From an optimization exercise on the open Yosys and OpenROAD flow, aimed at small area and a short achievable clock period; shortcuts taken in it are not production practice.
Only simulation tests tie the RTL to the original design; equivalence was not proved.
No activity file was given, so power comes from the tool's default toggle rates.

Design peak_search_top, start of the top module:
module peak_search_top (
   input  wire                      clk,
   input  wire                      i_rst_n,
   input  wire                      i_s_valid,
   output wire                      o_s_ready,
   input  wire sample_pkg::sample_t i_s_i,
   input  wire sample_pkg::sample_t i_s_q,
   input  wire                      i_psel,
   input  wire                      i_penable,
   input  wire                      i_pwrite,
   input  wire logic [8-1:0]  i_paddr,
   input  wire apb_regs_pkg::apb_data_t i_pwdata,
   output wire apb_regs_pkg::apb_data_t o_prdata,
   output wire                      o_pready,
   output wire                      o_pslverr,
   output wire                      o_irq
);
clock: 7.5 ns
lec_check: 0
abc_clock_period_in_ps: 3000
cap_margin: 20
core_margin: 2
core_utilization: 40
slew_margin: 20
run.sh (not shown) runs the stock make flow with config.mk's settings and CLKGATE_MAP_FILE= SYNTH_SCRIPT=/design/flow/synth_recipe.tcl, a recipe that flattens the netlist after the stock synthesis.
==> next run, changes <==
Settings changed: ABC_CLOCK_PERIOD_IN_PS 3000 to unset.
What happened:
- The changed run completed without violations
- critical path depth does not change
- power is unchanged
- hold slack is unchanged
- first-iteration DRC count is unchanged
==> next run, changes <==
Settings changed: SETUP_SLACK_MARGIN set to 3.0.
The new run finished clean.
Synthesized area does not change.
Sequential cell count does not change.
Die area stays the same.
Clock-buffer cell count falls by 1.
Via count rises by 1.0%.
Total power rises by about 6%.
Final cell count rises by about 1.2%.
Core utilization rises by 1.2 points.
Routed wire length rises by 4.9%.
Cell area rises by 2.7%.


Another version of the RTL of peak_search_top (not shown whole).
Size: ~1500 cells after synthesis, roughly 110 I/O pins, roughly 11000 um2 of cells after synthesis.
## peak_search_top
module peak_search_top (
   input  wire                      clk,
   input  wire                      i_rst_n,
   input  wire                      i_s_valid,
   output wire                      o_s_ready,
   input  wire sample_pkg::sample_t i_s_i,
   input  wire sample_pkg::sample_t i_s_q,
   input  wire                      i_psel,
   input  wire                      i_penable,
   input  wire                      i_pwrite,
   input  wire logic [8-1:0]  i_paddr,
   input  wire apb_regs_pkg::apb_data_t i_pwdata,
   output wire apb_regs_pkg::apb_data_t o_prdata,
   output wire                      o_pready,
   output wire                      o_pslverr,
   output wire                      o_irq
);
==> flow/config.mk <==
export PLATFORM = sky130hd
export DESIGN_NAME = peak_search_top
export DESIGN_NICKNAME = peak_search_top
export VERILOG_FILES = /design/flow/design.v
export SDC_FILE = /design/flow/constraint.sdc
export NUM_CORES = 4
export LEC_CHECK = 0
export CAP_MARGIN = 20
export CORE_MARGIN = 2
export CORE_UTILIZATION = 60
export CTS_BUF_LIST = sky130_fd_sc_hd__clkbuf_4 sky130_fd_sc_hd__clkbuf_8
export CTS_CLUSTER_SIZE = 30
export SETUP_SLACK_MARGIN = 4.5
export SLEW_MARGIN = 20
==> flow/constraint.sdc <==
create_clock -name core_clock -period 7.5 [get_ports {clk}]
set_input_delay 1.5000 -clock core_clock [delete_from_list [all_inputs] [get_ports {clk}]]
set_output_delay 1.5000 -clock core_clock [all_outputs]
set_load 0.01 [all_outputs]
standard.sh (not shown) runs the stock make flow with config.mk's settings and CLKGATE_MAP_FILE= SYNTH_SCRIPT=/design/flow/synth_recipe.tcl, a recipe that flattens the netlist after the stock synthesis.
==> flow/flow/run.sh <==
#!/bin/bash
# Own layout flow: the standard synthesis; its combinational logic re-mapped
# by ABC for delay (resyn.sh: flip-flops and their names untouched), checked
# for equivalence with Yosys (flip-flops cut, so a purely combinational
# proof) and used only if proven; then the standard layout with plain
# buffers (buf_1) on the ports.
set -euo pipefail
R=orfs/results/sky130hd/peak_search_top/base
LIB=$FLOW_HOME/platforms/sky130hd/lib/sky130_fd_sc_hd__tt_025C_1v80.lib
bash standard.sh synth > standard_synth.log 2>&1
cp $R/1_2_yosys.v synth_netlist.v
if bash flow/resyn.sh synth_netlist.v resyn_netlist.v $LIB \
   && python3 flow/cutff.py synth_netlist.v eq_gold.v > cutff.log 2>&1 \
   && python3 flow/cutff.py resyn_netlist.v eq_gate.v >> cutff.log 2>&1; then
  cat > eq.ys <<EOS
read_liberty -ignore_miss_func $LIB
read_verilog eq_gold.v
rename $FLOW_TOP gold
read_verilog eq_gate.v
rename $FLOW_TOP gate
flatten
miter -equiv -flatten -make_assert -ignore_gold_x gold gate m
hierarchy -top m
sat -verify -prove-asserts m
EOS
  if yosys -s eq.ys > equiv.log 2>&1; then
    echo "re-mapped netlist proven equivalent, used" > resyn_used.log
    cp resyn_netlist.v $R/1_2_yosys.v
    touch $R/1_2_yosys.v
    rm -f $R/1_synth.odb $R/1_synth.sdc
  else
    echo "equivalence not proven, standard netlist kept" > resyn_used.log
  fi
fi
bash standard.sh BUFFER_PORTS_ARGS="-buffer_cell sky130_fd_sc_hd__buf_1" finish > standard_flow.log 2>&1
==> flow/flow/resyn.sh <==
#!/bin/bash
# resyn.sh IN.v OUT.v LIB : re-maps the combinational logic of a gate netlist
# with ABC (delay-driven mapping, then gate sizing); the flip-flops and tie
# cells stay as they are, with their instance names.
set -euo pipefail
IN=$1; OUT=$2; LIB=$3; D=${RESYN_D:-1500}
DU="-dont_use *probe* -dont_use *lpflow* -dont_use *clkdly* -dont_use *dlygate* -dont_use *dlymetal* -dont_use *ebuf* -dont_use *einv* -dont_use *dlclkp* -dont_use *conb*"
cat > resyn.ys <<EOS
read_liberty -ignore_miss_func $LIB
read_verilog $IN
hierarchy -top $FLOW_TOP
blackbox sky130_fd_sc_hd__dfxtp_1 sky130_fd_sc_hd__edfxtp_1 sky130_fd_sc_hd__conb_1
flatten
opt_clean -purge
abc -liberty $LIB $DU -script "+strash; dch -f; map -D $D; topo; upsize -D $D; dnsize -D $D; stime"
opt_clean -purge
splitnets
opt_clean -purge
insbuf -buf sky130_fd_sc_hd__buf_1 A X
stat -liberty $LIB
write_verilog -noattr -noexpr -nohex -nodec $OUT
EOS
yosys -s resyn.ys > resyn.log 2>&1
Other scripts of this flow, unchanged in this note and not shown: flow/flow/cutff.py
The starting point ran to the end with no violations.
Rerun with:
--- a/flow/flow/resyn.sh
+++ b/flow/flow/resyn.sh
@@ -14,3 +14,3 @@
 opt_clean -purge
-abc -liberty $LIB $DU -script "+strash; dch -f; map -D $D; topo; upsize -D $D; dnsize -D $D; stime"
+abc -liberty $LIB $DU -script "+strash; &get -n; &st; &dch; &nf -D $D; &put; topo; upsize -D $D; dnsize -D $D; stime"
 opt_clean -purge
The new run completed with no timing, DRC or antenna violations.
Count of clock-buffer cells in the layout goes up by 3.
Register-to-register slack is worse by 0.07 ns.
Non-clock buffer count increases by 4.
Synthesized cell count is lower by about 25%.

-- separate check: timing with driven ports --
How much do the figures lean on ideal ports? The routed layouts below were timed once more, with nothing changed but the port constraints. Step 1 assumes that a clkbuf_16 drives the clock port and a buf_2 every other input. Step 2 adds t to the input delays and takes it off the output delays; t is the mean of the earliest and latest rising clock arrival at the registers after step 1. Input paths then give back, and output paths get back, about the clock's delay inside the block. Three values: ideal ports, drivers, drivers and shift; two values: the first two.
run	t, ns	setup slack, ns	worst hold slack (ns)	worst register clock-pin slew, ns
the first run of note 1	0.472	2.392 / 2.392 / 2.392	0.475 / 0.475 / 0.475	0.08 / 0.08
the second run of note 1	0.472	2.392 / 2.392 / 2.392	0.475 / 0.475 / 0.475	0.08 / 0.08
the third run of note 1	0.479	3.014 / 3.014 / 3.014	0.460 / 0.460 / 0.460	0.08 / 0.08
the first run of note 2	0.523	4.558 / 4.517 / 4.238	0.398 / 0.398 / 0.398	0.11 / 0.11
the second run of note 2	0.491	4.481 / 4.441 / 4.288	0.426 / 0.426 / 0.426	0.10 / 0.10
After both steps every run listed still meets setup and hold. For the first run of note 2, which loses most, drivers alone change the setup slack by -0.041 ns; drivers and shift together by -0.320 ns.
